Background: an optimization exercise with open tools, aiming at small area, a short achievable clock period and few clock cycles. Do not read the settings as production practice. At most, simulation tests tie the RTL to the original design; equivalence was not proved. No functional check of the RTL was part of runs 1, 4 and 5. No activity file was given, so power comes from the tool's default toggle rates.

## flow/run.sh

```bash
#!/bin/bash
# synth_recipe.tcl (not shown) runs the flow's synth.tcl, then flattens the netlist and writes it again
# the make line also repeats each setting of config.mk as NAME=value (left out here)
make -C /OpenROAD-flow-scripts/flow DESIGN_CONFIG=/design/flow/config.mk WORK_HOME=/design/flow/orfs CLKGATE_MAP_FILE= SYNTH_SCRIPT=/design/flow/synth_recipe.tcl finish
```

## flow/config.mk

```make
export PLATFORM = sky130hd
export DESIGN_NAME = cave_cellular_automaton_step
export DESIGN_NICKNAME = cave_cellular_automaton_step
export VERILOG_FILES = /design/flow/design.v
export SDC_FILE = /design/flow/constraint.sdc
export NUM_CORES = 8
export LEC_CHECK = 0
export CAP_MARGIN = 20
export CORE_MARGIN = 2
export CORE_UTILIZATION = 45
export CTS_CLUSTER_DIAMETER = 100
export CTS_CLUSTER_SIZE = 24
export PLACE_DENSITY = 0.6
export SETUP_SLACK_MARGIN = 4.5
export SLEW_MARGIN = 20
```

## flow/constraint.sdc

```tcl
create_clock -name core_clock -period 7.0 [get_ports {clk}]
set_input_delay 1.4000 -clock core_clock [delete_from_list [all_inputs] [get_ports {clk}]]
set_output_delay 1.4000 -clock core_clock [all_outputs]
set_load 0.01 [all_outputs]
```

## flow/design.v

```verilog
`timescale 1ns / 1ps
package cca_pkg;
	localparam int CCA_MAX_COLS = 64;
	localparam int CCA_MAX_ROWS = 16;
	localparam int CCA_CFG_IDX_W  = 2;
	localparam int CCA_CFG_DATA_W = 8;
	localparam logic [7:0] CCA_WIDTH_RST   = 8'd80;
	localparam logic [5:0] CCA_HEIGHT_RST  = 6'd25;
	localparam logic [3:0] CCA_SURVIVE_RST = 4'd4;
	localparam logic [3:0] CCA_BIRTH_RST   = 4'd3;
	typedef enum logic [CCA_CFG_IDX_W-1:0] {
		REG_GRID_WIDTH  = 2'd0,
		REG_GRID_HEIGHT = 2'd1,
		REG_SURVIVE_MIN = 2'd2,
		REG_BIRTH_MIN   = 2'd3
	} reg_idx_t;
	typedef enum logic [1:0] {
		CMD_WRITE = 2'd0,
		CMD_GEN   = 2'd1,
		CMD_READ  = 2'd2
	} cmd_t;
	typedef enum logic [1:0] {
		ST_IDLE = 2'd0,
		ST_READ = 2'd1,
		ST_GEN  = 2'd2
	} state_t;
	typedef struct packed {
		logic [1:0] cmd;
		logic [6:0] col;
		logic [4:0] row;
		logic       wall_in;
	} in_word_t;
	typedef struct packed {
		logic wall_out;
		logic coord_error;
	} out_word_t;
	typedef struct packed {
		logic in_use;
		logic up;
		logic down;
		logic left;
		logic right;
	} nb_mask_t;
endpackage
`timescale 1ns / 1ps
module cca_ram #(
	parameter int NG = 32,
	parameter int GW = 32
) (
	input  logic                  clk,
	input  logic                  we,
	input  logic [$clog2(NG)-1:0] wgrp,
	input  logic [GW-1:0]         wdata,
	input  logic [NG-1:0]         rsel,
	output logic [GW-1:0]         rdata
);
	logic [GW-1:0] mem_q [NG];
	for (genvar g = 0; g < NG; g++) begin : g_word
		always_ff @(posedge clk) begin
			if (we && (wgrp == g)) begin
				mem_q[g] <= wdata;
			end
		end
	end
	always_comb begin
		rdata = '0;
		for (int g = 0; g < NG; g++) begin
			rdata = rdata | (mem_q[g] & {GW{rsel[g]}});
		end
	end
endmodule
`timescale 1ns / 1ps
module cca_window #(
	parameter int ROWS = 16
) (
	input  logic              clk,
	input  logic [ROWS-1:0]   prev,
	input  logic [2*ROWS-1:0] cur,
	input  logic [ROWS-1:0]   next,
	input  logic [ROWS-1:0]   row_ok,
	input  logic              c1_ok,
	input  logic [4:0]        ks,
	input  logic [4:0]        kb,
	output logic [2*ROWS-1:0] new_cells
);
	logic [ROWS+1:0] vp, v0, v1, vn;
	assign vp = {1'b0, prev & row_ok, 1'b0};
	assign v0 = {1'b0, cur[ROWS-1:0] & row_ok, 1'b0};
	assign v1 = {1'b0, cur[2*ROWS-1:ROWS] & row_ok & {ROWS{c1_ok}}, 1'b0};
	assign vn = {1'b0, next & row_ok, 1'b0};
	logic [ROWS+1:0] hs0, hc0, hs1, hc1;
	assign hs0 = vp ^ v0 ^ v1;
	assign hc0 = (vp & v0) | (vp & v1) | (v0 & v1);
	assign hs1 = v0 ^ v1 ^ vn;
	assign hc1 = (v0 & v1) | (v0 & vn) | (v1 & vn);
	logic [2*ROWS-1:0] s1_q, k1_q;
	logic [ROWS-1:0]   hc0_q, hc1_q;
	logic [ROWS-1:0]   c0_q;
	logic              c1ok_q;
	always_ff @(posedge clk) begin
		for (int r = 0; r < ROWS; r++) begin
			s1_q[r]      <= hs0[r] ^ hs0[r+2] ^ vp[r+1];
			k1_q[r]      <= cca_maj(hs0[r], hs0[r+2], vp[r+1]);
			s1_q[ROWS+r] <= hs1[r] ^ hs1[r+2] ^ v0[r+1];
			k1_q[ROWS+r] <= cca_maj(hs1[r], hs1[r+2], v0[r+1]);
		end
		hc0_q  <= hc0[ROWS:1];
		hc1_q  <= hc1[ROWS:1];
		c0_q   <= cur[ROWS-1:0];
		c1ok_q <= c1_ok;
	end
	logic [ROWS+1:0] hc0p, hc1p;
	logic [ROWS-1:0] c1, c1m, nx;
	assign hc0p = {1'b0, hc0_q, 1'b0};
	assign hc1p = {1'b0, hc1_q, 1'b0};
	assign c1   = prev;
	assign c1m  = prev & {ROWS{c1ok_q}};
	assign nx   = cur[ROWS-1:0];
	for (genvar r = 0; r < ROWS; r++) begin : g_row
		assign new_cells[r] = !row_ok[r] ? c0_q[r] :
			cca_rule(s1_q[r], k1_q[r], hc0p[r], hc0p[r+2], c1m[r], c0_q[r], ks, kb);
		assign new_cells[ROWS+r] = !(row_ok[r] && c1ok_q) ? c1[r] :
			cca_rule(s1_q[ROWS+r], k1_q[ROWS+r], hc1p[r], hc1p[r+2], nx[r], c1[r], ks, kb);
	end
	function automatic logic cca_maj(input logic a, input logic b, input logic c);
		cca_maj = (a & b) | (a & c) | (b & c);
	endfunction
	function automatic logic cca_rule(
		input logic s1, input logic c1, input logic uc, input logic dc,
		input logic r, input logic ctr,
		input logic [4:0] ks, input logic [4:0] kb
	);
		logic s2, c2, gs, gb;
		s2 = uc ^ dc ^ c1;
		c2 = cca_maj(uc, dc, c1);
		gs = cca_maj(cca_maj(c2, cca_maj(s2, cca_maj(s1, r, ks[0]), ks[1]), ks[2]), ks[3], ks[4]);
		gb = cca_maj(cca_maj(c2, cca_maj(s2, cca_maj(s1, r, kb[0]), kb[1]), kb[2]), kb[3], kb[4]);
		cca_rule = ctr ? gs : gb;
	endfunction
endmodule
`timescale 1ns / 1ps
module cave_cellular_automaton_step #(
	parameter int MAX_COLS = cca_pkg::CCA_MAX_COLS,
	parameter int MAX_ROWS = cca_pkg::CCA_MAX_ROWS
) (
	input  logic                      clk,
	input  logic                      arst_n,
	input  logic                      start,
	output logic                      busy,
	input  logic [14:0]                     req,
	output logic                      done,
	output logic [1:0]                      rsp,
	input  logic                      cfg_valid,
	output logic                      cfg_ready,
	input  logic [cca_pkg::CCA_CFG_IDX_W-1:0]  cfg_index,
	input  logic [cca_pkg::CCA_CFG_DATA_W-1:0] cfg_data
);
	localparam int NG  = MAX_COLS / 2;    
	localparam int GW  = 2 * MAX_ROWS;    
	localparam int GAW = $clog2(NG);
	localparam int BW  = $clog2(GW);
	logic [1:0] req_cmd;
	logic [6:0] req_col;
	logic [4:0] req_row;
	logic       req_wall;
	assign req_cmd  = req[14:13];
	assign req_col  = req[12:6];
	assign req_row  = req[5:1];
	assign req_wall = req[0];
	localparam logic [6:0] UC_RST = 7'(MAX_COLS);
	localparam logic [4:0] UR_RST = 5'(MAX_ROWS);
	localparam logic [4:0] KS_RST = 5'd12;   
	localparam logic [4:0] KB_RST = 5'd13;   
	logic [6:0]          ucx_q;       
	logic [4:0]          urx_q;       
	logic [4:0]          ksx_q;       
	logic [4:0]          kbx_q;       
	logic [6:0]          used_cols;
	logic [MAX_ROWS-1:0] row_ok;
	logic [4:0]          ks, kb;
	logic [4:0]          used_rows;
	logic [5:0]          used_grps;
	assign used_rows = urx_q ^ UR_RST;
	always_comb begin
		for (int r = 0; r < MAX_ROWS; r++) begin
			row_ok[r] = (5'(r) < used_rows);
		end
	end
	assign used_cols = ucx_q ^ UC_RST;
	assign ks        = ksx_q ^ KS_RST;
	assign kb        = kbx_q ^ KB_RST;
	assign used_grps = 6'((7'(used_cols) + 7'd1) >> 1);
	always_ff @(posedge clk or negedge arst_n) begin
		if (!arst_n) begin
			ucx_q     <= '0;
			urx_q     <= '0;
			ksx_q     <= '0;
			kbx_q     <= '0;
		end else if (cfg_valid) begin
			case (cfg_index)
				2'd0: ucx_q     <= ((cfg_data > 8'(MAX_COLS)) ? 7'(MAX_COLS) : cfg_data[6:0]) ^ UC_RST;
				2'd1: urx_q     <= ((cfg_data[5:0] > 6'(MAX_ROWS)) ? 5'(MAX_ROWS) : cfg_data[4:0]) ^ UR_RST;
				2'd2: ksx_q     <= cca_kvec(cfg_data[3:0]) ^ KS_RST;
				default: kbx_q  <= cca_kvec(cfg_data[3:0]) ^ KB_RST;
			endcase
		end
	end
	function automatic logic [4:0] cca_kvec(input logic [3:0] t);
		logic [3:0] tc;
		tc = (t > 4'd9) ? 4'd9 : t;
		cca_kvec = (tc == 4'd0) ? 5'b11000 : {1'b0, 4'(5'd16 - 5'(tc))};
	endfunction
	assign cfg_ready = 1'b1;
	logic           busy_q, busy_out_q, gen_q;
	logic [5:0]     tcnt_q;
	logic           accept, acc_gen, in_range1;
	logic           v1_q, wall1_q;
	logic [1:0]     cmd1_q;
	logic [6:0]     col1_q;
	logic [4:0]     row1_q;
	logic           v2_q, rd2_q, err2_q, wall2_q;
	logic           col2_q;                 
	logic [3:0]     row2_q;                 
	logic           done_q;
	logic [1:0]     rsp_q;
	logic [NG-1:0]  sel_q;
	logic           we_q, wgen_q;
	logic [GAW-1:0] wgrp_q;
	logic           c1ok_q;
	assign accept    = start && !busy_q;
	assign acc_gen   = accept && (req_cmd == 2'd1);
	assign in_range1 = (col1_q < used_cols) && !row1_q[4] && row_ok[row1_q[3:0]];
	assign busy      = busy_out_q;
	assign done      = done_q;
	assign rsp       = rsp_q;
	logic [GW-1:0]       grp_rd, merged, wdata, new_cells, cell2;
	logic [GW-1:0]       r2_q, cur_q, new_q;
	logic [MAX_ROWS-1:0] prev_q;
	logic [GAW-1:0]      rgrp;
	always_ff @(posedge clk or negedge arst_n) begin
		if (!arst_n) begin
			busy_q     <= 1'b0;
			busy_out_q <= 1'b0;
			gen_q      <= 1'b0;
			we_q       <= 1'b0;
		end else begin
			busy_q <= acc_gen || (busy_q && (tcnt_q <= used_grps));
			busy_out_q <= (start && !busy_out_q && (req_cmd == 2'd1)) ||
			              (busy_out_q && !(tcnt_q > used_grps));
			gen_q  <= acc_gen || busy_q;
			we_q   <= (gen_q && (tcnt_q >= 6'd3)) ||
			          (v1_q && (cmd1_q == 2'd0) && in_range1);
		end
	end
	always_ff @(posedge clk) begin
		tcnt_q <= busy_q ? tcnt_q + 6'd1 : 6'd0;
		if (busy_q) begin
			sel_q <= ((tcnt_q + 6'd1) < used_grps) ? {sel_q[NG-2:0], 1'b0} : '0;
		end else if (req_cmd == 2'd1) begin
			sel_q <= NG'(1);
		end else begin
			sel_q <= NG'(1) << req_col[GAW:1];
		end
		wgen_q <= gen_q;
		wgrp_q <= gen_q ? GAW'(tcnt_q - 6'd3) : col1_q[GAW:1];
		c1ok_q <= ({tcnt_q, 1'b0} <= used_cols);
		cur_q  <= r2_q;
		prev_q <= (tcnt_q == 6'd1) ? '0 : cur_q[GW-1:MAX_ROWS];
		new_q  <= new_cells;
	end
	always_ff @(posedge clk or negedge arst_n) begin
		if (!arst_n) begin
			v1_q   <= 1'b0;
			v2_q   <= 1'b0;
			done_q <= 1'b0;
		end else begin
			v1_q   <= accept && (req_cmd != 2'd1);
			v2_q   <= v1_q;
			done_q <= v2_q || (gen_q && !busy_q);
		end
	end
	always_ff @(posedge clk) begin
		cmd1_q  <= req_cmd;
		col1_q  <= req_col;
		row1_q  <= req_row;
		wall1_q <= req_wall;
		rd2_q   <= (cmd1_q == 2'd2) && in_range1;
		err2_q  <= !cmd1_q[0] && !in_range1;
		wall2_q <= wall1_q;
		col2_q  <= col1_q[0];
		row2_q  <= row1_q[3:0];
		rsp_q   <= v2_q ? {rd2_q && |(r2_q & cell2), err2_q} : 2'b00;
	end
	always_comb begin
		cell2  = GW'(1) << {col2_q, row2_q};
		merged = (r2_q & ~cell2) | (cell2 & {GW{wall2_q}});
		wdata  = wgen_q ? new_q : merged;
		rgrp   = gen_q ? GAW'(tcnt_q) : col1_q[GAW:1];
	end
	always_ff @(posedge clk) begin
		r2_q <= (we_q && (wgrp_q == rgrp)) ? wdata : grp_rd;
	end
	cca_ram #(
		.NG (NG),
		.GW (GW)
	) u_grid (
		.clk   (clk),
		.we    (we_q),
		.wgrp  (wgrp_q),
		.wdata (wdata),
		.rsel  (sel_q),
		.rdata (grp_rd)
	);
	cca_window #(
		.ROWS (MAX_ROWS)
	) u_rule (
		.clk         (clk),
		.prev        (prev_q),
		.cur         (cur_q),
		.next        (r2_q[MAX_ROWS-1:0]),
		.row_ok      (row_ok),
		.c1_ok       (c1ok_q),
		.ks          (ks),
		.kb          (kb),
		.new_cells   (new_cells)
	);
endmodule
```

==> impl_results.md, run 1 <==
- Run status: complete, no violations
- Delay of the slowest critical-path stage: 0.40 ns
- DR vias: 33400
- Register clock-pin slew on the reported worst setup and hold paths: around 0.10 ns
- MaxCap Viol Count: 0
- # DRC: 0
- Final HPWL DP: 95.0 mm
- Clock Skew: 0.0440 ns
- Pre-antenna DRT Iters: 8
- Root Buffer: clkbuf_16
- Initial antenna violation count: 6
- Routability Congestion: 0.841
- Seq/Total Area, Yosys: 71.3%
- Cell row count: 125
- First-pass GRT wire length: 247 mm
- Total grt overflow: 0
- Hold-fix buffers, CTS: 0
- H-tree level count: 3
- Cell count after synthesis: roughly 3500
- Crit-path cells: buf_6
- Count of cell types in the netlist: 69
- Layout cells sized above 1: 13.8%
- Top-area cell type share of the netlist area: roughly three fifths
- Main flop type after synthesis: edfxtp_1
- Crit. End Element: primary output
- Pleak: 19.6 nW
- Critical Path RT: about 5.6 ns
- Synth warn: 4
- Setup Crit Path Kind: reg -> out
- Ys async rst share: 2.15%
- Initial Util: between 40% and 50%
- # clock sinks: around 1300
- Port Buffers: 32
- Cts bufs inserted: 66
- Worst Path Max Fanout: 2
- Worst slew margin: 34.3%
- WP buf/inv: 1
- Syn Area/Cell: 15.1 um^2
- Vias per cell: 6.53
- Final WL: 180 mm
- Final setup viols: 0
- Setup TNS: 0 ns
- Total Power: 24.6 mW
- Startpoint Class: flip-flop
- Die height: 345 um
- Class of the worst hold path: reg -> reg
- Max-slew violation count: 0
- FILL cells: 9627
- Vias in the first global route: 31500
- Synth-to-layout area growth: 11.4%
- Later-pin clock latency in the skew report: slightly below 0.7 ns
- Mapped cell area: between 50000 and 60000 um^2
- RSZ-0062 raised after global routing: true
- Final hold vios: 0
- EDFF count, synth: around 1000
- Worst Max-Slew Pin Slew: 0.982 ns
- Gr usage total: 29.3%
- Power density over the cells: 421 nW/um^2
- DRT antenna net count: 0
- Routed len/inst: 35.1 um
- Largest net degree at the start of global routing: between 60 and 70
- Chip Width: 345 um
- Die area: 119000 um^2
- Clock buffer depth: 3
- Maximum vdd drop: 282 uV
- Total nets after synthesis: 3637
- F_max: 384 MHz
- Seq cells post-synth: 1348
- Nets@finish: about 3700
- Top-count cell post-synth: edfxtp_1
- Post-layout min period: about 2.6 ns
- IO Count: 34
- CP delay by family, top: flip-flops
- Critical path's slowest cell: dfrtp_1
- Core ar.: 116000 um^2
- Post-synth top cells: edfxtp_1, dfxtp_1, a22oi_1
- Synth area leader: edfxtp_1
- Final period util: 37.2%
- CTS tree: yes
- DR iter-0 viols: 5011
- Crit path arrival time: 1.21 ns
- Top post-synthesis cells by area: edfxtp_1, dfxtp_1, a22oi_1
[cell usage in the layout, fill, tap and decap left out, types with 14 or more instances in the layout]
cell	netlist	final
edfxtp_1	1024	1024
a22oi_1	260	260
dfxtp_1	295	247
nand2_1	199	182
maj3_1	144	144
a22o_1	136	136
a221oi_1	131	131
inv_1	127	122
buf_4	2	119
nand4_1	100	100
fa_1	88	88
a21oi_1	80	79
nor2_1	103	76
clkbuf_16	0	66
o21ai_0	85	52
nor3_1	72	48
dfxtp_2	0	45
nand3_1	46	38
mux2i_1	40	37
and2_1	38	36
ha_1	36	34
o21ai_2	0	28
clkdlybuf4s50_1	0	27
buf_6	3	27
maj3_2	25	25
nor2_4	0	24
nand2b_1	25	23
clkbuf_1	160	21
o2bb2ai_1	19	19
nor3_4	0	18
dfrtp_1	29	18
a21o_1	17	17
a31oi_1	17	17
o21a_1	17	16
o21ai_4	0	15
nor2b_1	18	14
nand2_2	0	14
[per-stage QoR]
stage	cells	hold WS [ns]	setup slack [ns]	instance area, um^2	util (%)
after floorplan	3484	0.310	4.11	52600	-
after global placement	4951	0.323	3.75	55200	47.6
after detailed placement	4953	0.315	3.75	55200	47.6
after CTS	5089	0.346	4.17	57800	49.9
after global routing	5117	0.354	4.35	58500	50.4
final	5119	0.341	4.39	58500	50.4
[area by class of cell]
| class | count | area [um^2] | area share (%) |
|---|---|---|---|
| Sequential cell | 1348 | 37500 | 64.1 |
| Multi-Input combinational cell | 1827 | 14900 | 25.5 |
| Tap cell | 1524 | 1910 | 3.26 |
| Timing Repair Buffer | 191 | 1760 | 3.00 |
| Clock buffer | 88 | 1740 | 2.98 |
| Inverter | 129 | 488 | 0.835 |
| Clock inverter | 10 | 164 | 0.280 |
| Antenna cell | 2 | 5.00 | 0.00856 |
[metal layers]
layer / up-vias / global-route usage, % / wire, um
li1: 13700 / - / -
met1: 17200 / 39.1 / 68300
met2: 2106 / 47.7 / 85000
met3: 403 / 5.52 / 18900
met4: 4 / 10.8 / 7590
met5: - / 0 / 26
[state kept, by name, indices dropped and copies added (netlist names), 32 cells and up]
register,flops
u_grid.mem_q,1024
r2_q,32
u_rule.s1_q,32
u_rule.k1_q,32
sel_q,32
new_q,32
cur_q,32
[logic make-up (layout without fill, tap and decap cells)]
logic type	count (synthesis)	count (layout)	share of synthesized area (%)
buffers and inverters	319	418	2.35
muxes	49	49	0.978
and+or+nand+nor	635	638	5.93
xor gates and xnor gates	17	17	0.284
adders and majority gates	293	293	7.50
other	1	3	0.00715
AOI/OAI and AO/OA	822	829	11.7
DFF	1348	1348	71.3
[worst paths after layout]
path | slack [ns] | depth (start not counted) | startpoint | endpoint
max in group asynchronous | 5.55 | 2 | arst_n | we_q
worst min-delay path | 0.34 | 0 | wall1_q | wall2_q
worst max-delay path | 4.39 | 1 | busy_out_q | busy
min in group asynchronous | 1.12 | 2 | arst_n | kbx_q[3]
worst min register to register | 0.34 | 0 | wall1_q | wall2_q
worst max register to register | 4.42 | 8 | urx_q[3] | u_rule.s1_q[17]
[report_power, final]
part / switching, mW / total [mW] / internal [mW]
Combinational: 5.38 / 8.26 / 2.87
Sequential: 1.09 / 12.0 / 10.9
Clock: 2.57 / 4.41 / 1.84
[timing repair]
| item | in CTS | in global routing |
|---|---|---|
| resized for setup | 107 | 106 |
| cloned | 4 | 6 |
| pin swaps | 18 | 23 |
| setup buffers | 34 | 21 |
| endpoints found under the setup margin | 1181 | 1379 |
==> run 2, diff against run 1 <==
--- a/flow/design.v
+++ b/flow/design.v
@@ -220,7 +220,7 @@
 	logic [4:0]     row1_q;
 	logic           v2_q, rd2_q, err2_q, wall2_q;
 	logic           col2_q;                 
-	logic [3:0]     row2_q;                 
+	logic [MAX_ROWS-1:0] row2_q;            
 	logic           done_q;
 	logic [1:0]     rsp_q;
 	logic [NG-1:0]  sel_q;
@@ -288,11 +288,11 @@
 		err2_q  <= !cmd1_q[0] && !in_range1;
 		wall2_q <= wall1_q;
 		col2_q  <= col1_q[0];
-		row2_q  <= row1_q[3:0];
+		row2_q  <= MAX_ROWS'(1) << row1_q[3:0];
 		rsp_q   <= v2_q ? {rd2_q && |(r2_q & cell2), err2_q} : 2'b00;
 	end
 	always_comb begin
-		cell2  = GW'(1) << {col2_q, row2_q};
+		cell2  = col2_q ? {row2_q, MAX_ROWS'(0)} : {MAX_ROWS'(0), row2_q};
 		merged = (r2_q & ~cell2) | (cell2 & {GW{wall2_q}});
 		wdata  = wgen_q ? new_q : merged;
 		rgrp   = gen_q ? GAW'(tcnt_q) : col1_q[GAW:1];
==> run 2 against run 1 <==
Cell count grew 2.5%; first-iteration DRC count grew 12%; sequential power grew 7%; cell area grew 0.25%; register-to-register slack gained 0.04 ns; via count grew 3.9%; total power grew 13%; core utilization shrank 0.81 points; synthesized cell count grew 5.9%; critical endpoint unchanged; largest power group unchanged.
==> impl_results.md, run 2 <==
- Total grt overflow: 0 (unchanged)
- Adder-Cell Fraction of Synth Area: 5.53% (was 7.50%)
- Top reg by flops: u_grid.mem_q (unchanged)
- Mapped cell area: 53500 um^2 (was 52500 um^2)
- Vias per cell: 6.62 (was 6.53)
- Final hold vios: 0 (unchanged)
- Max-slew violation count: 0 (unchanged)
- Pre-antenna DRT Iters: 6 (was 8)
- Critical Path RT: 5.60 ns (about the same)
- Crit. End Element: primary output (unchanged)
- Clock Skew: 0.0315 ns (was 0.0440 ns)
- MaxCap Viol Count: 0 (unchanged)
- Final period util: 36.9% (was 37.2%)
- Reg2reg end: u_rule.s1_q[11] (was u_rule.s1_q[17])
- EDFF count, synth: 1024 (unchanged)
- DP Worst Slack: 3.79 ns (was 3.75 ns)
- Pleak: 19.5 nW (was 19.6 nW)
- Die height: 349 um (was 345 um)
- Total Power: 27.8 mW (was 24.6 mW)
- Hold endpoint: wall2_q (unchanged)
- Crit-path cells: buf_2 (was buf_6)
- Util after Layout: 49.6% (was 50.4%)
- Core ar.: 118000 um^2 (was 116000 um^2)
- Vias in the first global route: 32700 (was 31500)
- Crit path arrival time: 1.18 ns (was 1.21 ns)
- Class of the worst hold path: reg -> reg (unchanged)
- Seq/Total Area, Yosys: 70.3% (was 71.3%)
- Finished Cell Area: 58600 um^2 (was 58500 um^2)
- Die area: 122000 um^2 (was 119000 um^2)
- Routed len/inst: 34.3 um (was 35.1 um)
- WP buf/inv: 1 (unchanged)
- Initial antenna violation count: 4 (was 6)
- R2r worst-path depth: 6 (was 8)
- Post-synth top cells: edfxtp_1, a22oi_1, dfxtp_1 (was edfxtp_1, dfxtp_1, a22oi_1)
- Largest register FFs: 1024 (unchanged)
- CTS tree: yes (unchanged)
- Most frequent cells in the layout: edfxtp_1, a22oi_1, dfxtp_1 (unchanged)
- Top-count cell post-synth: edfxtp_1 (unchanged)
- Combinational family with the most area after synthesis: compound AO/OA/AOI/OAI gates (unchanged)
- Synth area leader: edfxtp_1 (unchanged)
- Power density over the cells: 474 nW/um^2 (was 421 nW/um^2)
- Sw Ratio: 39.8% (was 36.7%)
- Startpoint Class: flip-flop (unchanged)
- Main flop type after synthesis: edfxtp_1 (unchanged)
- Syn Area/Cell: 14.5 um^2 (was 15.1 um^2)
- Ys async rst share: 2.13% (was 2.15%)
- Leading cell type in the layout, fill and taps excluded: edfxtp_1 (unchanged)
- Clock network power share: 15.8% (was 17.9%)
- DR iter-0 viols: 5588 (was 5011)
- Total nets after synthesis: 3843 (was 3637)
- Final HPWL DP: 93.1 mm (was 95.0 mm)
- IO Count: 34 (unchanged)
- Cell row count: 126 (was 125)
- CP delay by family, top: flip-flops (unchanged)
- Synth Area in XOR/XNOR: 0.278% (was 0.284%)
- Count of cell types in the netlist: 78 (was 69)
- Hold Slack: 0.357 ns (was 0.341 ns)
- Chip Width: 349 um (was 345 um)
- Port Buffers: 32 (unchanged)
- Routability Congestion: 0.920 (was 0.841)
- Final cell count without fillers: 5247 (was 5119)
- Worst R2R Start: urx_q[2] (was urx_q[3])
- Area of placed instances: 56000 um^2 (was 55200 um^2)
- Gr usage total: 29.1% (was 29.3%)
- Simple-gate portion of the synthesized area: 6.89% (was 5.93%)
- Clock buffer depth: 3 (unchanged)
- Nets@finish: 3828 (was 3716)
- Sequential share of power: 46.4% (was 48.6%)
- Worst slew margin: 30.4% (was 34.3%)
- # clock sinks: 1360 (was 1348)
- Busiest grt layer: met2 (unchanged)
- Seq cells post-synth: 1360 (was 1348)
- Cell count after synthesis: 3690 (was 3484)
- Run status: complete, no violations (unchanged)
- Internal power: 16.7 mW (was 15.6 mW)
- DRT antenna net count: 0 (unchanged)
- Setup Crit Path Kind: reg -> out (unchanged)
- First-pass GRT wire length: 251 mm (was 247 mm)
- Top post-synthesis cells by area: edfxtp_1, dfxtp_1, a22oi_1 (unchanged)
- Sw power: 11.1 mW (was 9.04 mW)
- Synth-to-layout area growth: 9.49% (was 11.4%)
- Initial Util: 45.3% (about the same)
- Mux contribution to synthesized area: 1.62% (was 0.978%)
- Post-layout min period: 2.58 ns (was 2.61 ns)
- Cts bufs inserted: 66 (unchanged)
- # DRC: 0 (unchanged)
- Root Buffer: clkbuf_16 (unchanged)
- M1 GR Usage: 40.0% (was 39.1%)
- Setup TNS: 0 ns (unchanged)
- Worst Path Max Fanout: 2 (unchanged)
- Layout cells sized above 1: 11.2% (was 13.8%)
- Largest net degree at the start of global routing: 65 (was 67)
- Placed Cells: 5111 (was 4953)
- Delay of the slowest critical-path stage: 0.38 ns (was 0.40 ns)
- R2r setup slk: 4.46 ns (was 4.42 ns)
- Top-area cell type share of the netlist area: 57.4% (was 58.6%)
- Global-route met3 utilization: 4.86% (was 5.52%)
- GRT met2 Usage: 46.9% (was 47.7%)
- Diodes inserted: 0 (was 2)
- Hold Path Depth: 0 (unchanged)
- RSZ-0062 raised after global routing: true (unchanged)
- Final setup viols: 0 (unchanged)
- Final WL: 180 mm (about the same)
- F_max: 388 MHz (was 384 MHz)
- Setup ws final: 4.42 ns (was 4.39 ns)
- Comb pwr share: 37.8% (was 33.5%)
- Compound-gate portion of the synthesized area: 12.5% (was 11.7%)
- H-tree level count: 3 (unchanged)
- Register clock-pin slew on the reported worst setup and hold paths: 0.09 ns (was 0.10 ns)
- DR vias: 34700 (was 33400)
- Critical path's slowest cell: dfrtp_1 (unchanged)
- Synth warn: 4 (unchanged)
- Maximum vdd drop: 282 uV (about the same)
- Min-delay src: wall1_q (unchanged)
- Later-pin clock latency in the skew report: 0.68 ns (was 0.69 ns)
- Worst Max-Slew Pin Slew: 1.04 ns (was 0.982 ns)
-- run 2: changes by cell type after synthesis, moves of 43 or more --
| cell | previous run | this run |
|---|---|---|
| a221oi_1 | 131 | 20 |
| a22oi_1 | 260 | 525 |
| a22o_1 | 136 | 14 |
| maj3_1 | 144 | 58 |
| clkbuf_1 | 160 | 216 |
| nor3_1 | 72 | 29 |
-- run 2: logic make-up (layout without fill, tap and decap cells) --
logic type,count (synthesis),in the layout
XOR/XNOR,17,17
adder cells (fa/ha/maj),197,197
buffers and inverters,394,414
other,1,1
flip-flops,1360,1360
AND/OR/NAND/NOR,700,701
multiplexers,78,78
AO/OA/AOI/OAI,943,943
-- run 2: metal layers --
layer / wire (um) / share of wire, %
met4: 7490 / 4.2
met5: 0 / 0
met1: 69300 / 39
met3: 19100 / 11
met2: 83900 / 47
-- run 2: area by class of cell --
cell class	instances	area (um^2)
multi-input combinational	1937	15100
clock inverter	5	73.8
inverter	153	584
tap	1536	1920
fill	9944	59500
clock buffer	99	1820
sequential	1360	37700
timing repair buffer	157	1370
-- run 2: worst reg2reg max path, delay by kind of cell (launching register included) --
family                     cells  cell delay (ns)
AOI/OAI and AO/OA              1             0.33
adders and majority gates      2             1.02
buffers and inverters          1             0.08
and+or+nand+nor                2             0.43
DFF                            1             0.56
-- run 2: how the worst max path moves through the flow --
stage,from,end,cells past startpoint
4_1_cts,busy_out_q,busy,1
5_1_grt,busy_out_q,busy,1
3_3_place_gp,cfg_data[2],ucx_q[1],6
6_report,busy_out_q,busy,1
2_1_floorplan,wgrp_q[2],u_grid.mem_q[21][0],3
3_5_place_dp,cfg_data[2],ucx_q[5],6
-- run 2: what timing repair did --
| item | in CTS | in global routing |
|---|---|---|
| gates resized for setup | 98 | 42 |
| cloned | 0 | 1 |
| endpoints found under the hold margin | 0 | 0 |
| pin swaps | 9 | 8 |
| endpoints found under the setup margin | 1147 | 400 |
| buffers inserted | 12 | 19 |
| hold buffers | 0 | 0 |
-- run 2: power by group through the flow --
| stage | Sequential, mW | Combinational (mW) | Clock [mW] |
|---|---|---|---|
| final | 12.9 | 10.5 | 4.38 |
| after global routing | 12.9 | 11.4 | 4.67 |
| after CTS | 12.8 | 10.2 | 4.42 |
| after detailed placement | 13.0 | 10.1 | 0 |
| after global placement | 13.0 | 9.86 | 0 |
| after floorplan | 11.9 | 6.68 | 0 |
Testbench counts of run 2, summed over its fixed seeds: cycles 12,496.
==> run 3, diff against run 2 <==
==> flow/flow/run.sh (new file) <==
#!/bin/bash
# The standard layout (standard.sh), with two layout choices changed:
# - clock tree synthesis with the same sink clustering as config.mk sets, but
#   without dummy loads;
# - port buffers built from buf_2 cells.
# Synthesis and every other step are the standard ones.
set -euo pipefail
export CTS_ARGS="-sink_clustering_enable -repair_clock_nets -sink_clustering_size 24 -sink_clustering_max_diameter 100 -dont_use_dummy_load"
export BUFFER_PORTS_ARGS="-buffer_cell sky130_fd_sc_hd__buf_2"
bash standard.sh > standard.log 2>&1
==> flow/standard.sh (new file) <==
#!/bin/bash
# synth_recipe.tcl (not shown) runs the flow's synth.tcl, then flattens the netlist and writes it again
# the make line also repeats each setting of config.mk as NAME=value (left out here)
make -C /OpenROAD-flow-scripts/flow DESIGN_CONFIG=/design/flow/config.mk WORK_HOME=/design/flow/orfs CLKGATE_MAP_FILE= SYNTH_SCRIPT=/design/flow/synth_recipe.tcl "${@:-finish}"
removed: flow/run.sh
==> run 3 against run 2 <==
Synthesized cell count did not move; non-clock buffer count rose by 3; setup slack improved by 0.027 ns; global-route usage barely moved; clock skew rose by 0.021 ns; cell area fell by 0.63%; critical path depth did not move; routed wire length rose by 0.30%; total power fell by 0.92%; first-iteration DRC count fell by 6.6%; combinational power barely moved.
==> impl_results.md, run 3 <==
- Final WL: 180 mm (about the same)
- Run status: complete, no violations (unchanged)
- First-pass GRT wire length: 250 mm (was 251 mm)
- # clock sinks: 1360 (unchanged)
- Initial Util: 45.3% (unchanged)
- Later-pin clock latency in the skew report: 0.67 ns (was 0.68 ns)
- Crit-path cells: buf_2 (unchanged)
- Register clock-pin slew on the reported worst setup and hold paths: 0.10 ns (was 0.09 ns)
- Delay of the slowest critical-path stage: 0.39 ns (was 0.38 ns)
- Class of the worst hold path: reg -> reg (unchanged)
- Post-synth top cells: edfxtp_1, a22oi_1, dfxtp_1 (unchanged)
- M1 GR Usage: 39.8% (was 40.0%)
- Startpoint Class: flip-flop (unchanged)
- Root Buffer: clkbuf_16 (unchanged)
- Clock buffer depth: 3 (unchanged)
- Nets@finish: 3832 (was 3828)
- Seq/Total Area, Yosys: 70.3% (unchanged)
- Mapped cell area: 53500 um^2 (unchanged)
- Gr usage total: 29.1% (about the same)
- Syn Area/Cell: 14.5 um^2 (unchanged)
- Setup TNS: 0 ns (unchanged)
- Total grt overflow: 0 (unchanged)
- Seq cells post-synth: 1360 (unchanged)
- Setup Crit Path Kind: reg -> out (unchanged)
- RSZ-0062 raised after global routing: true (unchanged)
- Ys async rst share: 2.13% (unchanged)
- Register area: 37700 um^2 (about the same)
- Synth warn: 4 (unchanged)
- Top post-synthesis cells by area: edfxtp_1, dfxtp_1, a22oi_1 (unchanged)
- Maximum vdd drop: 272 uV (was 282 uV)
- Count of cell types in the netlist: 78 (unchanged)
- Clock Skew: 0.0528 ns (was 0.0315 ns)
- Final hold vios: 0 (unchanged)
- MaxCap Viol Count: 0 (unchanged)
- Synth area leader: edfxtp_1 (unchanged)
- Vias per cell: 6.66 (was 6.62)
- Port Buffers: 32 (unchanged)
- Power density over the cells: 472 nW/um^2 (was 474 nW/um^2)
- Top-count cell post-synth: edfxtp_1 (unchanged)
- Critical path's slowest cell: dfrtp_1 (unchanged)
- CTS tree: yes (unchanged)
- EDFF count, synth: 1024 (unchanged)
- Crit. End Element: primary output (unchanged)
- Synth-to-layout area growth: 8.79% (was 9.49%)
- DRT antenna net count: 0 (unchanged)
- DR iter-0 viols: 5219 (was 5588)
- Final period util: 36.5% (was 36.9%)
- Total Power: 27.5 mW (was 27.8 mW)
- Global-route met3 utilization: 5.56% (was 4.86%)
- Routability Congestion: 0.946 (was 0.920)
- Pleak: 19.4 nW (was 19.5 nW)
- Critical Path RT: 5.60 ns (about the same)
- H-tree level count: 3 (unchanged)
- Top reg by flops: u_grid.mem_q (unchanged)
- Chip Width: 349 um (unchanged)
- Crit path arrival time: 1.15 ns (was 1.18 ns)
- Multi-input logic area: 15100 um^2 (about the same)
- Top-area cell type share of the netlist area: 57.4% (unchanged)
- Cts bufs inserted: 67 (was 66)
- Cell count after synthesis: 3690 (unchanged)
- Post-layout min period: 2.55 ns (was 2.58 ns)
- Largest register FFs: 1024 (unchanged)
- Most frequent cells in the layout: edfxtp_1, a22oi_1, dfxtp_1 (unchanged)
- Vias in the first global route: 32300 (was 32700)
- CP delay by family, top: flip-flops (unchanged)
- Final setup viols: 0 (unchanged)
- Final HPWL DP: 95.3 mm (was 93.1 mm)
- DR vias: 34700 (about the same)
- Initial antenna violation count: 2 (was 4)
- Core ar.: 118000 um^2 (unchanged)
- Max-slew violation count: 0 (unchanged)
- Layout cells sized above 1: 11.7% (was 11.2%)
- Pre-antenna DRT Iters: 6 (unchanged)
- Cell row count: 126 (unchanged)
- WP buf/inv: 1 (unchanged)
- Die height: 349 um (unchanged)
- Worst Max-Slew Pin Slew: 1.05 ns (was 1.04 ns)
- Main flop type after synthesis: edfxtp_1 (unchanged)
- GRT met2 Usage: 47.1% (was 46.9%)
- Leading cell type in the layout, fill and taps excluded: edfxtp_1 (unchanged)
- Total nets after synthesis: 3843 (unchanged)
- R2r setup slk: 4.46 ns (about the same)
- F_max: 392 MHz (was 388 MHz)
- Worst Path Max Fanout: 2 (unchanged)
- Die area: 122000 um^2 (unchanged)
- IO Count: 34 (unchanged)
- Worst slew margin: 29.8% (was 30.4%)
- Busiest grt layer: met2 (unchanged)
- FILL cells: 9987 (was 9944)
- Largest net degree at the start of global routing: 65 (unchanged)
- Routed len/inst: 34.6 um (was 34.3 um)
- # DRC: 0 (unchanged)
run 3: changes by cell type in the layout (fill, tap and decap cells not counted), moves of 4 or more:
cell and change:
buf_2 +27, clkbuf_1 -31, clkdlybuf4s50_1 -27, nand2_1 +4, nand2_2 -4
run 3: cell type report:
class / instances / area share [%]
tap: 1536 / 3.30
sequential: 1360 / 64.8
timing repair buffer: 160 / 2.18
multi-input combinational: 1937 / 25.9
clock buffer: 67 / 2.88
inverter: 153 / 0.995
antenna: 1 / 0.00430
run 3: path summary, 6_finish.rpt:
check	endpoint	from	depth (start not counted)
worst max-delay path	busy	busy_out_q	1
worst min-delay path	wall2_q	wall1_q	0
worst max register to register	r2_q[16]	sel_q[23]	5
worst min register to register	wall2_q	wall1_q	0
max in group asynchronous	ksx_q[1]	arst_n	1
min in group asynchronous	urx_q[4]	arst_n	1
run 3: cells by family after synthesis:
logic type | after synthesis | share of synthesized area [%]
buffers and inverters | 394 | 2.86
other | 1 | 0.00701
adders and majority gates | 197 | 5.53
DFF | 1360 | 70.3
and+or+nand+nor | 700 | 6.89
AOI/OAI and AO/OA | 943 | 12.5
xor gates and xnor gates | 17 | 0.278
muxes | 78 | 1.62
run 3: per-layer routing:
metal	vias to the layer above	routed length, um
met4	2	6680
met3	391	19700
met2	2248	84200
met5	-	56
li1	14200	-
met1	17900	69600
run 3: what timing repair did:
action	CTS	global route
setup endpoints to repair	805	438
pin swaps	9	6
buffers inserted	16	14
gates cloned	0	1
resized for setup	65	36
hold buffers	0	0
run 3: per-stage QoR:
stage               instance area [um^2]  hold slack [ns]  setup slack (ns)  std cells  util [%]
CTS                                57900            0.359              4.40       5198      49.1
global route                       58200            0.368              4.40       5213      49.3
floorplan                          53700            0.310              4.11       3690         -
global placement                   55900            0.356              3.89       5114      47.3
detailed placement                 55900            0.341              3.82       5115      47.3
finish                             58200            0.353              4.45       5214      49.3
run 3: power breakdown:
group | total (mW) | internal [mW] | switching (mW)
Sequential | 12.9 | 11.2 | 1.66
Clock | 4.16 | 1.72 | 2.43
Combinational | 10.5 | 3.66 | 6.83
Total | 27.5 | 16.6 | 10.9
==> run 4, diff against run 3 <==
--- a/flow/design.v
+++ b/flow/design.v
@@ -84,15 +84,16 @@
 	output logic [2*ROWS-1:0] new_cells
 );
 	logic [ROWS+1:0] vp, v0, v1, vn;
-	assign vp = {1'b0, prev & row_ok, 1'b0};
-	assign v0 = {1'b0, cur[ROWS-1:0] & row_ok, 1'b0};
-	assign v1 = {1'b0, cur[2*ROWS-1:ROWS] & row_ok & {ROWS{c1_ok}}, 1'b0};
-	assign vn = {1'b0, next & row_ok, 1'b0};
-	logic [ROWS+1:0] hs0, hc0, hs1, hc1;
-	assign hs0 = vp ^ v0 ^ v1;
-	assign hc0 = (vp & v0) | (vp & v1) | (v0 & v1);
-	assign hs1 = v0 ^ v1 ^ vn;
-	assign hc1 = (v0 & v1) | (v0 & vn) | (v1 & vn);
+	assign vp = {1'b0, prev, 1'b0};
+	assign v0 = {1'b0, cur[ROWS-1:0], 1'b0};
+	assign v1 = {1'b0, cur[2*ROWS-1:ROWS] & {ROWS{c1_ok}}, 1'b0};
+	assign vn = {1'b0, next, 1'b0};
+	logic [ROWS+1:0] hs0, hc0, hs1, hc1, rmask;
+	assign rmask = {1'b0, row_ok, 1'b0};
+	assign hs0 = (vp ^ v0 ^ v1) & rmask;
+	assign hc0 = ((vp & v0) | (vp & v1) | (v0 & v1)) & rmask;
+	assign hs1 = (v0 ^ v1 ^ vn) & rmask;
+	assign hc1 = ((v0 & v1) | (v0 & vn) | (v1 & vn)) & rmask;
 	logic [2*ROWS-1:0] s1_q, k1_q;
 	logic [ROWS-1:0]   hc0_q, hc1_q;
 	logic [ROWS-1:0]   c0_q;
@@ -220,7 +221,7 @@
 	logic [4:0]     row1_q;
 	logic           v2_q, rd2_q, err2_q, wall2_q;
 	logic           col2_q;                 
-	logic [MAX_ROWS-1:0] row2_q;            
+	logic [3:0]     row2_q;                 
 	logic           done_q;
 	logic [1:0]     rsp_q;
 	logic [NG-1:0]  sel_q;
@@ -288,11 +289,11 @@
 		err2_q  <= !cmd1_q[0] && !in_range1;
 		wall2_q <= wall1_q;
 		col2_q  <= col1_q[0];
-		row2_q  <= MAX_ROWS'(1) << row1_q[3:0];
+		row2_q  <= row1_q[3:0];
 		rsp_q   <= v2_q ? {rd2_q && |(r2_q & cell2), err2_q} : 2'b00;
 	end
 	always_comb begin
-		cell2  = col2_q ? {row2_q, MAX_ROWS'(0)} : {MAX_ROWS'(0), row2_q};
+		cell2  = GW'(1) << {col2_q, row2_q};
 		merged = (r2_q & ~cell2) | (cell2 & {GW{wall2_q}});
 		wdata  = wgen_q ? new_q : merged;
 		rgrp   = gen_q ? GAW'(tcnt_q) : col1_q[GAW:1];
==> flow/run.sh (new file) <==
#!/bin/bash
# synth_recipe.tcl (not shown) runs the flow's synth.tcl, then flattens the netlist and writes it again
# the make line also repeats each setting of config.mk as NAME=value (left out here)
make -C /OpenROAD-flow-scripts/flow DESIGN_CONFIG=/design/flow/config.mk WORK_HOME=/design/flow/orfs CLKGATE_MAP_FILE= SYNTH_SCRIPT=/design/flow/synth_recipe.tcl finish
removed: flow/flow/run.sh
removed: flow/standard.sh
==> run 4 against run 3 <==
Non-clock buffer count down 20; critical endpoint unchanged; core utilization increased by 0.40 points; first-iteration DRC count is 12% higher; largest cell class unchanged.
==> impl_results.md, run 4 <==
- Class of the worst hold path: reg -> reg (unchanged)
- Internal power: 17.2 mW (was 16.6 mW)
- Nets@finish: 3841 (was 3832)
- Final setup viols: 0 (unchanged)
- Vias in the first global route: 32500 (was 32300)
- Total grt overflow: 0 (unchanged)
- Sw Ratio: 40.8% (was 39.7%)
- IO Count: 34 (unchanged)
- Final hold vios: 0 (unchanged)
- Sw power: 11.8 mW (was 10.9 mW)
- Clock Skew: 0.0373 ns (was 0.0528 ns)
- Die area: 122000 um^2 (about the same)
- Final WL: 186 mm (was 180 mm)
- DR iter-0 viols: 5849 (was 5219)
- Routability Congestion: 0.884 (was 0.946)
- Cts bufs inserted: 67 (unchanged)
- Count of cell types in the netlist: 86 (was 78)
- Comb pwr share: 40.4% (was 38.1%)
- Die height: 350 um (was 349 um)
- Main flop type after synthesis: edfxtp_1 (unchanged)
- Crit. End Element: primary output (unchanged)
- Syn Area/Cell: 14.5 um^2 (about the same)
- Total Power: 29.0 mW (was 27.5 mW)
- Largest net degree at the start of global routing: 63 (was 65)
- Maximum vdd drop: 257 uV (was 272 uV)
- Layout cells sized above 1: 10.8% (was 11.7%)
- Reg2reg end: r2_q[23] (was r2_q[16])
- Critical Path RT: 5.60 ns (about the same)
- Mapped cell area: 53900 um^2 (was 53500 um^2)
- Synth warn: 4 (unchanged)
- RSZ-0062 raised after global routing: true (unchanged)
- M1 GR Usage: 41.4% (was 39.8%)
- R2r setup slk: 4.51 ns (was 4.46 ns)
- F_max: 383 MHz (was 392 MHz)
- Hold-fix buffers, CTS: 0 (unchanged)
- Busiest grt layer: met2 (unchanged)
- Delay of the slowest critical-path stage: 0.40 ns (was 0.39 ns)
- Ys async rst share: 2.15% (was 2.13%)
- Worst R2R Start: sel_q[17] (was sel_q[23])
- # clock sinks: 1348 (was 1360)
- WP buf/inv: 1 (unchanged)
- Startpoint Class: flip-flop (unchanged)
- Sequential share of power: 44.1% (was 46.8%)
- Top-count cell post-synth: edfxtp_1 (unchanged)
- Post-synth top cells: edfxtp_1, a22oi_1, dfxtp_1 (unchanged)
- Post-layout min period: 2.61 ns (was 2.55 ns)
- Max-slew violation count: 0 (unchanged)
- Cell row count: 126 (unchanged)
- Chip Width: 350 um (was 349 um)
- Cell count after synthesis: 3714 (was 3690)
- Crit-path cells: buf_2 (unchanged)
- Vias per cell: 6.58 (was 6.66)
- Total nets after synthesis: 3867 (was 3843)
- EDFF count, synth: 1024 (unchanged)
- Top post-synthesis cells by area: edfxtp_1, dfxtp_1, a22oi_1 (unchanged)
- Crit path launch: busy_out_q (unchanged)
- Worst Path Max Fanout: 2 (unchanged)
- GRT met2 Usage: 46.5% (was 47.1%)
- Worst slew margin: 23.3% (was 29.8%)
- Clock buffer depth: 3 (unchanged)
- Leading cell type in the layout, fill and taps excluded: edfxtp_1 (unchanged)
- Register clock-pin slew on the reported worst setup and hold paths: 0.10 ns (about the same)
- Run status: complete, no violations (unchanged)
- Setup TNS: 0 ns (unchanged)
- Root Buffer: clkbuf_16 (unchanged)
- CP delay by family, top: flip-flops (unchanged)
- DRT antenna net count: 0 (unchanged)
- Largest register FFs: 1024 (unchanged)
- Finished Cell Area: 58900 um^2 (was 58200 um^2)
- First-pass GRT wire length: 255 mm (was 250 mm)
- Top reg by flops: u_grid.mem_q (unchanged)
- Most frequent cells in the layout: edfxtp_1, a22oi_1, dfxtp_1 (unchanged)
- Final HPWL DP: 96.4 mm (was 95.3 mm)
- Port Buffers: 32 (unchanged)
- Top-area cell type share of the netlist area: 57.1% (was 57.4%)
- Diodes inserted: 0 (was 1)
- Synth-to-layout area growth: 9.29% (was 8.79%)
- Clock network power share: 15.6% (was 15.1%)
- CP Depth: 1 (unchanged)
- Gr usage total: 29.8% (was 29.1%)
- CTS tree: yes (unchanged)
- H-tree level count: 3 (unchanged)
- Seq/Total Area, Yosys: 69.4% (was 70.3%)
- Power density over the cells: 493 nW/um^2 (was 472 nW/um^2)
- Routed len/inst: 34.8 um (was 34.6 um)
- MaxCap Viol Count: 0 (unchanged)
- DR vias: 35100 (was 34700)
- Core ar.: 118000 um^2 (about the same)
- Final period util: 37.3% (was 36.5%)
- # DRC: 0 (unchanged)
- Later-pin clock latency in the skew report: 0.69 ns (was 0.67 ns)
- Critical Path End: busy (unchanged)
- Crit path arrival time: 1.21 ns (was 1.15 ns)
- Seq cells post-synth: 1348 (was 1360)
- Worst Max-Slew Pin Slew: 1.15 ns (was 1.05 ns)
- Pre-antenna DRT Iters: 7 (was 6)
- R2r worst-path depth: 6 (was 5)
- Initial Util: 45.5% (was 45.3%)
- Global-route met3 utilization: 6.15% (was 5.56%)
- Critical path's slowest cell: dfrtp_1 (unchanged)
- Setup Crit Path Kind: reg -> out (unchanged)
- FILL cells: 10000 (was 9987)
- Area of placed instances: 56200 um^2 (was 55900 um^2)
- Synth area leader: edfxtp_1 (unchanged)
- Pleak: 19.5 nW (was 19.4 nW)
- Initial antenna violation count: 5 (was 2)
[run 4: routing by layer]
metal	share of wire [%]	up-vias	routed length, um
met1	39	18000	72500
met4	4.2	4	7860
met5	0.017	-	32
li1	-	14300	-
met2	45	2360	83900
met3	12	425	21600
[run 4: how the worst min path moves through the flow]
stage | startpoint | endpoint | slack (ns) | cells past startpoint
CTS | wall1_q | wall2_q | 0.34 | 0
finish | wall1_q | wall2_q | 0.34 | 0
global placement | wall1_q | wall2_q | 0.31 | 0
detailed placement | wall1_q | wall2_q | 0.32 | 0
floorplan | wall1_q | wall2_q | 0.31 | 0
global route | wall1_q | wall2_q | 0.35 | 0
[run 4: layout make-up]
class,count,area (um^2),share of cell area (%)
Sequential cell,1348,37500,63.7
Multi-Input combinational cell,1993,15500,26.4
Tap cell,1600,2000,3.40
Clock buffer,108,1890,3.22
Timing Repair Buffer,140,1300,2.21
Inverter,136,528,0.897
Clock inverter,10,113,0.191
Timing Repair inverter,2,12.5,0.0213
[run 4: cells by family after synthesis]
kind of cell,synth area share (%)
other,0.00696
flip-flops,69.4
adder cells (fa/ha/maj),5.18
XOR/XNOR,0.276
multiplexers,1.68
buffers and inverters,3.12
AO/OA/AOI/OAI,12.9
AND/OR/NAND/NOR,7.47
[run 4: repair_timing]
action,CTS,global route
endpoints found under the setup margin,1229,346
gates cloned,3,5
resized for setup,84,56
pin swaps,8,8
setup buffers,13,6
[run 4: through the flow]
stage	util, %	hold slack, ns	setup slack [ns]	std cells
detailed placement	47.4	0.316	3.64	5192
global placement	47.4	0.314	3.71	5190
global route	49.7	0.347	4.33	5337
floorplan	-	0.310	4.41	3714
finish	49.7	0.342	4.39	5337
CTS	49.5	0.341	4.34	5326
[run 4: power by group through the flow]
stage | combinational, mW | clock (mW) | sequential (mW)
5_1_grt | 12.6 | 4.78 | 12.8
2_1_floorplan | 7.53 | 0 | 11.8
4_1_cts | 11.3 | 4.52 | 12.7
6_report | 11.7 | 4.51 | 12.8
3_3_place_gp | 10.8 | 0 | 12.9
3_5_place_dp | 11.0 | 0 | 12.9
==> run 5, diff against run 4 <==
--- a/flow/design.v
+++ b/flow/design.v
@@ -84,16 +84,15 @@
 	output logic [2*ROWS-1:0] new_cells
 );
 	logic [ROWS+1:0] vp, v0, v1, vn;
-	assign vp = {1'b0, prev, 1'b0};
-	assign v0 = {1'b0, cur[ROWS-1:0], 1'b0};
-	assign v1 = {1'b0, cur[2*ROWS-1:ROWS] & {ROWS{c1_ok}}, 1'b0};
-	assign vn = {1'b0, next, 1'b0};
-	logic [ROWS+1:0] hs0, hc0, hs1, hc1, rmask;
-	assign rmask = {1'b0, row_ok, 1'b0};
-	assign hs0 = (vp ^ v0 ^ v1) & rmask;
-	assign hc0 = ((vp & v0) | (vp & v1) | (v0 & v1)) & rmask;
-	assign hs1 = (v0 ^ v1 ^ vn) & rmask;
-	assign hc1 = ((v0 & v1) | (v0 & vn) | (v1 & vn)) & rmask;
+	assign vp = {1'b0, prev & row_ok, 1'b0};
+	assign v0 = {1'b0, cur[ROWS-1:0] & row_ok, 1'b0};
+	assign v1 = {1'b0, cur[2*ROWS-1:ROWS] & row_ok & {ROWS{c1_ok}}, 1'b0};
+	assign vn = {1'b0, next & row_ok, 1'b0};
+	logic [ROWS+1:0] hs0, hc0, hs1, hc1;
+	assign hs0 = vp ^ v0 ^ v1;
+	assign hc0 = (vp & v0) | (vp & v1) | (v0 & v1);
+	assign hs1 = v0 ^ v1 ^ vn;
+	assign hc1 = (v0 & v1) | (v0 & vn) | (v1 & vn);
 	logic [2*ROWS-1:0] s1_q, k1_q;
 	logic [ROWS-1:0]   hc0_q, hc1_q;
 	logic [ROWS-1:0]   c0_q;
@@ -169,38 +168,37 @@
 	assign req_row  = req[5:1];
 	assign req_wall = req[0];
 	localparam logic [6:0] UC_RST = 7'(MAX_COLS);
-	localparam logic [4:0] UR_RST = 5'(MAX_ROWS);
 	localparam logic [4:0] KS_RST = 5'd12;   
 	localparam logic [4:0] KB_RST = 5'd13;   
 	logic [6:0]          ucx_q;       
-	logic [4:0]          urx_q;       
+	logic [MAX_ROWS-1:0] row_bad_q;   
 	logic [4:0]          ksx_q;       
 	logic [4:0]          kbx_q;       
 	logic [6:0]          used_cols;
 	logic [MAX_ROWS-1:0] row_ok;
 	logic [4:0]          ks, kb;
-	logic [4:0]          used_rows;
+	logic [MAX_ROWS-1:0] row_bad_d;
 	logic [5:0]          used_grps;
-	assign used_rows = urx_q ^ UR_RST;
 	always_comb begin
 		for (int r = 0; r < MAX_ROWS; r++) begin
-			row_ok[r] = (5'(r) < used_rows);
+			row_bad_d[r] = (6'(r) >= cfg_data[5:0]);
 		end
 	end
 	assign used_cols = ucx_q ^ UC_RST;
+	assign row_ok    = ~row_bad_q;
 	assign ks        = ksx_q ^ KS_RST;
 	assign kb        = kbx_q ^ KB_RST;
 	assign used_grps = 6'((7'(used_cols) + 7'd1) >> 1);
 	always_ff @(posedge clk or negedge arst_n) begin
 		if (!arst_n) begin
 			ucx_q     <= '0;
-			urx_q     <= '0;
+			row_bad_q <= '0;
 			ksx_q     <= '0;
 			kbx_q     <= '0;
 		end else if (cfg_valid) begin
 			case (cfg_index)
 				2'd0: ucx_q     <= ((cfg_data > 8'(MAX_COLS)) ? 7'(MAX_COLS) : cfg_data[6:0]) ^ UC_RST;
-				2'd1: urx_q     <= ((cfg_data[5:0] > 6'(MAX_ROWS)) ? 5'(MAX_ROWS) : cfg_data[4:0]) ^ UR_RST;
+				2'd1: row_bad_q <= row_bad_d;
 				2'd2: ksx_q     <= cca_kvec(cfg_data[3:0]) ^ KS_RST;
 				default: kbx_q  <= cca_kvec(cfg_data[3:0]) ^ KB_RST;
 			endcase
@@ -214,43 +212,43 @@
 	assign cfg_ready = 1'b1;
 	logic           busy_q, busy_out_q, gen_q;
 	logic [5:0]     tcnt_q;
-	logic           accept, acc_gen, in_range1;
-	logic           v1_q, wall1_q;
-	logic [1:0]     cmd1_q;
-	logic [6:0]     col1_q;
-	logic [4:0]     row1_q;
-	logic           v2_q, rd2_q, err2_q, wall2_q;
+	logic           accept, acc_gen, in_range;
+	logic           v1_q, wr1_q, rd1_q, err1_q, wall1_q;
+	logic [BW-1:0]  bit1_q;
+	logic [GAW-1:0] grp1_q;
+	logic           v2_q, wr2_q, rd2_q, err2_q, wall2_q;
 	logic           col2_q;                 
-	logic [3:0]     row2_q;                 
+	logic [MAX_ROWS-1:0] row2_q;            
+	logic [GAW-1:0] grp2_q;
 	logic           done_q;
 	logic [1:0]     rsp_q;
 	logic [NG-1:0]  sel_q;
-	logic           we_q, wgen_q;
-	logic [GAW-1:0] wgrp_q;
+	logic           gwe_q;
+	logic [GAW-1:0] ggrp_q;
 	logic           c1ok_q;
-	assign accept    = start && !busy_q;
-	assign acc_gen   = accept && (req_cmd == 2'd1);
-	assign in_range1 = (col1_q < used_cols) && !row1_q[4] && row_ok[row1_q[3:0]];
-	assign busy      = busy_out_q;
-	assign done      = done_q;
-	assign rsp       = rsp_q;
+	assign accept   = start && !busy_q;
+	assign acc_gen  = accept && (req_cmd == 2'd1);
+	assign in_range = (req_col < used_cols) && !req_row[4] && row_ok[req_row[3:0]];
+	assign busy     = busy_out_q;
+	assign done     = done_q;
+	assign rsp      = rsp_q;
 	logic [GW-1:0]       grp_rd, merged, wdata, new_cells, cell2;
 	logic [GW-1:0]       r2_q, cur_q, new_q;
 	logic [MAX_ROWS-1:0] prev_q;
-	logic [GAW-1:0]      rgrp;
+	logic                we;
+	logic [GAW-1:0]      wgrp, rgrp;
 	always_ff @(posedge clk or negedge arst_n) begin
 		if (!arst_n) begin
 			busy_q     <= 1'b0;
 			busy_out_q <= 1'b0;
 			gen_q      <= 1'b0;
-			we_q       <= 1'b0;
+			gwe_q      <= 1'b0;
 		end else begin
 			busy_q <= acc_gen || (busy_q && (tcnt_q <= used_grps));
 			busy_out_q <= (start && !busy_out_q && (req_cmd == 2'd1)) ||
 			              (busy_out_q && !(tcnt_q > used_grps));
 			gen_q  <= acc_gen || busy_q;
-			we_q   <= (gen_q && (tcnt_q >= 6'd3)) ||
-			          (v1_q && (cmd1_q == 2'd0) && in_range1);
+			gwe_q  <= gen_q && (tcnt_q >= 6'd3);
 		end
 	end
 	always_ff @(posedge clk) begin
@@ -262,8 +260,7 @@
 		end else begin
 			sel_q <= NG'(1) << req_col[GAW:1];
 		end
-		wgen_q <= gen_q;
-		wgrp_q <= gen_q ? GAW'(tcnt_q - 6'd3) : col1_q[GAW:1];
+		ggrp_q <= GAW'(tcnt_q - 6'd3);
 		c1ok_q <= ({tcnt_q, 1'b0} <= used_cols);
 		cur_q  <= r2_q;
 		prev_q <= (tcnt_q == 6'd1) ? '0 : cur_q[GW-1:MAX_ROWS];
@@ -281,33 +278,39 @@
 		end
 	end
 	always_ff @(posedge clk) begin
-		cmd1_q  <= req_cmd;
-		col1_q  <= req_col;
-		row1_q  <= req_row;
+		wr1_q   <= (req_cmd == 2'd0) && in_range;
+		rd1_q   <= (req_cmd == 2'd2) && in_range;
+		err1_q  <= !req_cmd[0] && !in_range;
 		wall1_q <= req_wall;
-		rd2_q   <= (cmd1_q == 2'd2) && in_range1;
-		err2_q  <= !cmd1_q[0] && !in_range1;
+		bit1_q  <= {req_col[0], req_row[3:0]};
+		grp1_q  <= req_col[GAW:1];
+		wr2_q   <= v1_q && wr1_q;
+		rd2_q   <= rd1_q;
+		err2_q  <= err1_q;
 		wall2_q <= wall1_q;
-		col2_q  <= col1_q[0];
-		row2_q  <= row1_q[3:0];
+		col2_q  <= bit1_q[BW-1];
+		row2_q  <= MAX_ROWS'(1) << bit1_q[BW-2:0];
+		grp2_q  <= grp1_q;
 		rsp_q   <= v2_q ? {rd2_q && |(r2_q & cell2), err2_q} : 2'b00;
 	end
 	always_comb begin
-		cell2  = GW'(1) << {col2_q, row2_q};
+		cell2  = col2_q ? {row2_q, MAX_ROWS'(0)} : {MAX_ROWS'(0), row2_q};
 		merged = (r2_q & ~cell2) | (cell2 & {GW{wall2_q}});
-		wdata  = wgen_q ? new_q : merged;
-		rgrp   = gen_q ? GAW'(tcnt_q) : col1_q[GAW:1];
+		we    = wr2_q || gwe_q;
+		wgrp  = gwe_q ? ggrp_q : grp2_q;
+		wdata = gwe_q ? new_q : merged;
+		rgrp  = gen_q ? GAW'(tcnt_q) : grp1_q;
 	end
 	always_ff @(posedge clk) begin
-		r2_q <= (we_q && (wgrp_q == rgrp)) ? wdata : grp_rd;
+		r2_q <= (we && (wgrp == rgrp)) ? wdata : grp_rd;
 	end
 	cca_ram #(
 		.NG (NG),
 		.GW (GW)
 	) u_grid (
 		.clk   (clk),
-		.we    (we_q),
-		.wgrp  (wgrp_q),
+		.we    (we),
+		.wgrp  (wgrp),
 		.wdata (wdata),
 		.rsel  (sel_q),
 		.rdata (grp_rd)
--- a/flow/config.mk
+++ b/flow/config.mk
@@ -11,5 +11,5 @@
 export CTS_CLUSTER_DIAMETER = 100
 export CTS_CLUSTER_SIZE = 24
 export PLACE_DENSITY = 0.6
-export SETUP_SLACK_MARGIN = 4.5
+export SETUP_SLACK_MARGIN = 4.3
 export SLEW_MARGIN = 20
==> run 5 against run 4 <==
Sequential share of layout area is 0.99 points higher; routed wire length is 4.7% lower; flip-flop and latch count is 27 higher; register-to-register slack worse by 0.11 ns; die area is 0.25% higher; sequential power hardly changed; still clean; largest cell class unchanged; fmax is 1.0% lower.
==> impl_results.md, run 5 <==
- Synth Area in XOR/XNOR: 0.276% (about the same)
- Routed len/inst: 33.3 um (was 34.8 um)
- Largest net degree at the start of global routing: 64 (was 63)
- Post-synth top cells: edfxtp_1, a22oi_1, dfxtp_1 (unchanged)
- Top post-synthesis cells by area: edfxtp_1, dfxtp_1, a22oi_1 (unchanged)
- Vias per cell: 6.45 (was 6.58)
- Total grt overflow: 0 (unchanged)
- Crit path arrival time: 1.24 ns (was 1.21 ns)
- Final setup viols: 0 (unchanged)
- Hold-fix buffers, CTS: 0 (unchanged)
- Area of placed instances: 56600 um^2 (was 56200 um^2)
- Cell row count: 127 (was 126)
- Syn Area/Cell: 14.6 um^2 (was 14.5 um^2)
- Mux contribution to synthesized area: 1.78% (was 1.68%)
- Cts bufs inserted: 67 (unchanged)
- WP buf/inv: 1 (unchanged)
- Startpoint Class: flip-flop (unchanged)
- Simple-gate portion of the synthesized area: 7.03% (was 7.47%)
- Routability Congestion: 0.856 (was 0.884)
- FILL cells: 10200 (was 10000)
- CP delay by family, top: flip-flops (unchanged)
- Worst slew margin: 26.9% (was 23.3%)
- Total Power: 27.8 mW (was 29.0 mW)
- Vias in the first global route: 31800 (was 32500)
- Port Buffers: 32 (unchanged)
- Nets@finish: 3824 (was 3841)
- Most frequent cells in the layout: edfxtp_1, a22oi_1, dfxtp_1 (unchanged)
- Pre-antenna DRT Iters: 8 (was 7)
- Total nets after synthesis: 3858 (was 3867)
- CTS tree: yes (unchanged)
- Later-pin clock latency in the skew report: 0.68 ns (was 0.69 ns)
- Compound-gate portion of the synthesized area: 11.9% (was 12.9%)
- IO Count: 34 (unchanged)
- First-pass GRT wire length: 245 mm (was 255 mm)
- DR iter-0 viols: 5396 (was 5849)
- Power density over the cells: 472 nW/um^2 (was 493 nW/um^2)
- Worst Max-Slew Pin Slew: 1.09 ns (was 1.15 ns)
- Synth area leader: edfxtp_1 (unchanged)
- H-tree level count: 3 (unchanged)
- Placed Cells: 5205 (was 5192)
- Seq cells post-synth: 1375 (was 1348)
- F_max: 379 MHz (was 383 MHz)
- Critical Path RT: 5.60 ns (about the same)
- Largest register FFs: 1024 (unchanged)
- Class of the worst hold path: reg -> reg (unchanged)
- Crit-path cells: dlygate4sd2_1 (was buf_2)
- Final hold vios: 0 (unchanged)
- # clock sinks: 1375 (was 1348)
- Max-slew violation count: 0 (unchanged)
- RSZ-0062 raised after global routing: true (unchanged)
- Leading cell type in the layout, fill and taps excluded: edfxtp_1 (unchanged)
- Critical path's slowest cell: dfxtp_1 (was dfrtp_1)
- DR vias: 34300 (was 35100)
- Register clock-pin slew on the reported worst setup and hold paths: 0.10 ns (about the same)
- Adder-Cell Fraction of Synth Area: 5.97% (was 5.18%)
- Layout cells sized above 1: 10.4% (was 10.8%)
- Finished Cell Area: 58800 um^2 (was 58900 um^2)
- Run status: complete, no violations (unchanged)
- Final WL: 177 mm (was 186 mm)
- Top-area cell type share of the netlist area: 56.9% (was 57.1%)
- Synth warn: 4 (unchanged)
- Mapped cell area: 54000 um^2 (was 53900 um^2)
- Main flop type after synthesis: edfxtp_1 (unchanged)
- Cell count after synthesis: 3705 (was 3714)
- # DRC: 0 (unchanged)
- Pleak: 19.4 nW (was 19.5 nW)
- Final HPWL DP: 90.6 mm (was 96.4 mm)
- Final cell count without fillers: 5317 (was 5337)
- Initial antenna violation count: 5 (unchanged)
- Gr usage total: 28.4% (was 29.8%)
- Synth-to-layout area growth: 8.97% (was 9.29%)
- Count of cell types in the netlist: 72 (was 86)
- Clock Skew: 0.0262 ns (was 0.0373 ns)
- Delay of the slowest critical-path stage: 0.31 ns (was 0.40 ns)
- DRT antenna net count: 0 (unchanged)
- Post-layout min period: 2.64 ns (was 2.61 ns)
- Setup Crit Path Kind: reg -> out (unchanged)
- Maximum vdd drop: 309 uV (was 257 uV)
- EDFF count, synth: 1024 (unchanged)
- Setup TNS: 0 ns (unchanged)
- Core ar.: 119000 um^2 (was 118000 um^2)
- Crit. End Element: primary output (unchanged)
- Top reg by flops: u_grid.mem_q (unchanged)
- Combinational family with the most area after synthesis: compound AO/OA/AOI/OAI gates (unchanged)
- MaxCap Viol Count: 0 (unchanged)
- Ys async rst share: 2.91% (was 2.15%)
- Initial Util: 45.2% (was 45.5%)
- Root Buffer: clkbuf_16 (unchanged)
- Die height: 350 um (about the same)
- Clock buffer depth: 3 (unchanged)
- Worst Path Max Fanout: 1 (was 2)
- Top-count cell post-synth: edfxtp_1 (unchanged)
- Final period util: 37.7% (was 37.3%)
- Seq/Total Area, Yosys: 70.3% (was 69.4%)
- Die area: 123000 um^2 (was 122000 um^2)
- Chip Width: 350 um (about the same)
-- run 5: kinds of logic after synthesis --
kind of cell,Yosys count
AO/OA/AOI/OAI,922
XOR/XNOR,17
adder cells (fa/ha/maj),222
buffers and inverters,382
flip-flops,1375
multiplexers,84
other,1
AND/OR/NAND/NOR,702
-- run 5: through the flow --
stage,setup slack [ns],hold slack [ns],util (%)
6_report,4.36,0.345,49.2
5_1_grt,4.28,0.353,49.2
4_1_cts,4.29,0.346,49.1
3_5_place_dp,3.21,0.318,47.3
3_3_place_gp,3.28,0.316,47.3
2_1_floorplan,3.96,0.310,-
-- run 5: final cells by class --
type	instances	area, um^2	area share, %
well taps	1612	2020	3.43
clock inverters	5	77.6	0.132
flip-flops and latches	1375	38000	64.7
diodes	4	10.0	0.0170
repair inverters	1	7.51	0.0128
repair buffers	135	1270	2.16
multi-input cells	1949	15000	25.6
clock buffers	94	1830	3.11
inverters	142	537	0.912
-- run 5: power by group --
group / internal, mW / total [mW] / switching (mW)
registers: 11.3 / 12.5 / 1.23
logic: 3.60 / 10.8 / 7.22
clock network: 1.86 / 4.45 / 2.59
-- run 5: per-layer routing --
layer  GRT usage [%]  routed length, um  up-vias
met5               0                 12        -
met4            10.2               6870        2
met3            4.67              18700      352
met2            45.1              82000     2109
met1            39.6              69600    17600
li1                -                  -    14200
-- run 5: final timing paths --
kind / to / cells past startpoint / from / slack (ns)
setup / recovery: rsp[1] / 1 / rsp_q[1] / 4.36
hold / removal: err2_q / 0 / err1_q / 0.34
setup reg to reg: u_grid.mem_q[27][22] / 6 / gwe_q / 4.40
hold reg to reg: err2_q / 0 / err1_q / 0.34
max in group asynchronous: gwe_q / 1 / arst_n / 5.46
min in group asynchronous: row_bad_q[14] / 1 / arst_n / 0.87
-- run 5: repair_timing --
item | in CTS | in global routing
endpoints found under the setup margin | 834 | 890
setup buffers | 3 | 4
gates cloned | 2 | 0
hold endpoints to repair | 0 | 0
gates resized for setup | 56 | 33
pin swaps | 2 | 2

Re-timed with assumed drivers on the ports (clkbuf_16 on the clock, buf_2 on other inputs), run 5 has 4.287 ns of setup slack against 4.363 ns with ideal ports, and 3.701 ns once port delays also move by the mid clock arrival of 0.739 ns.
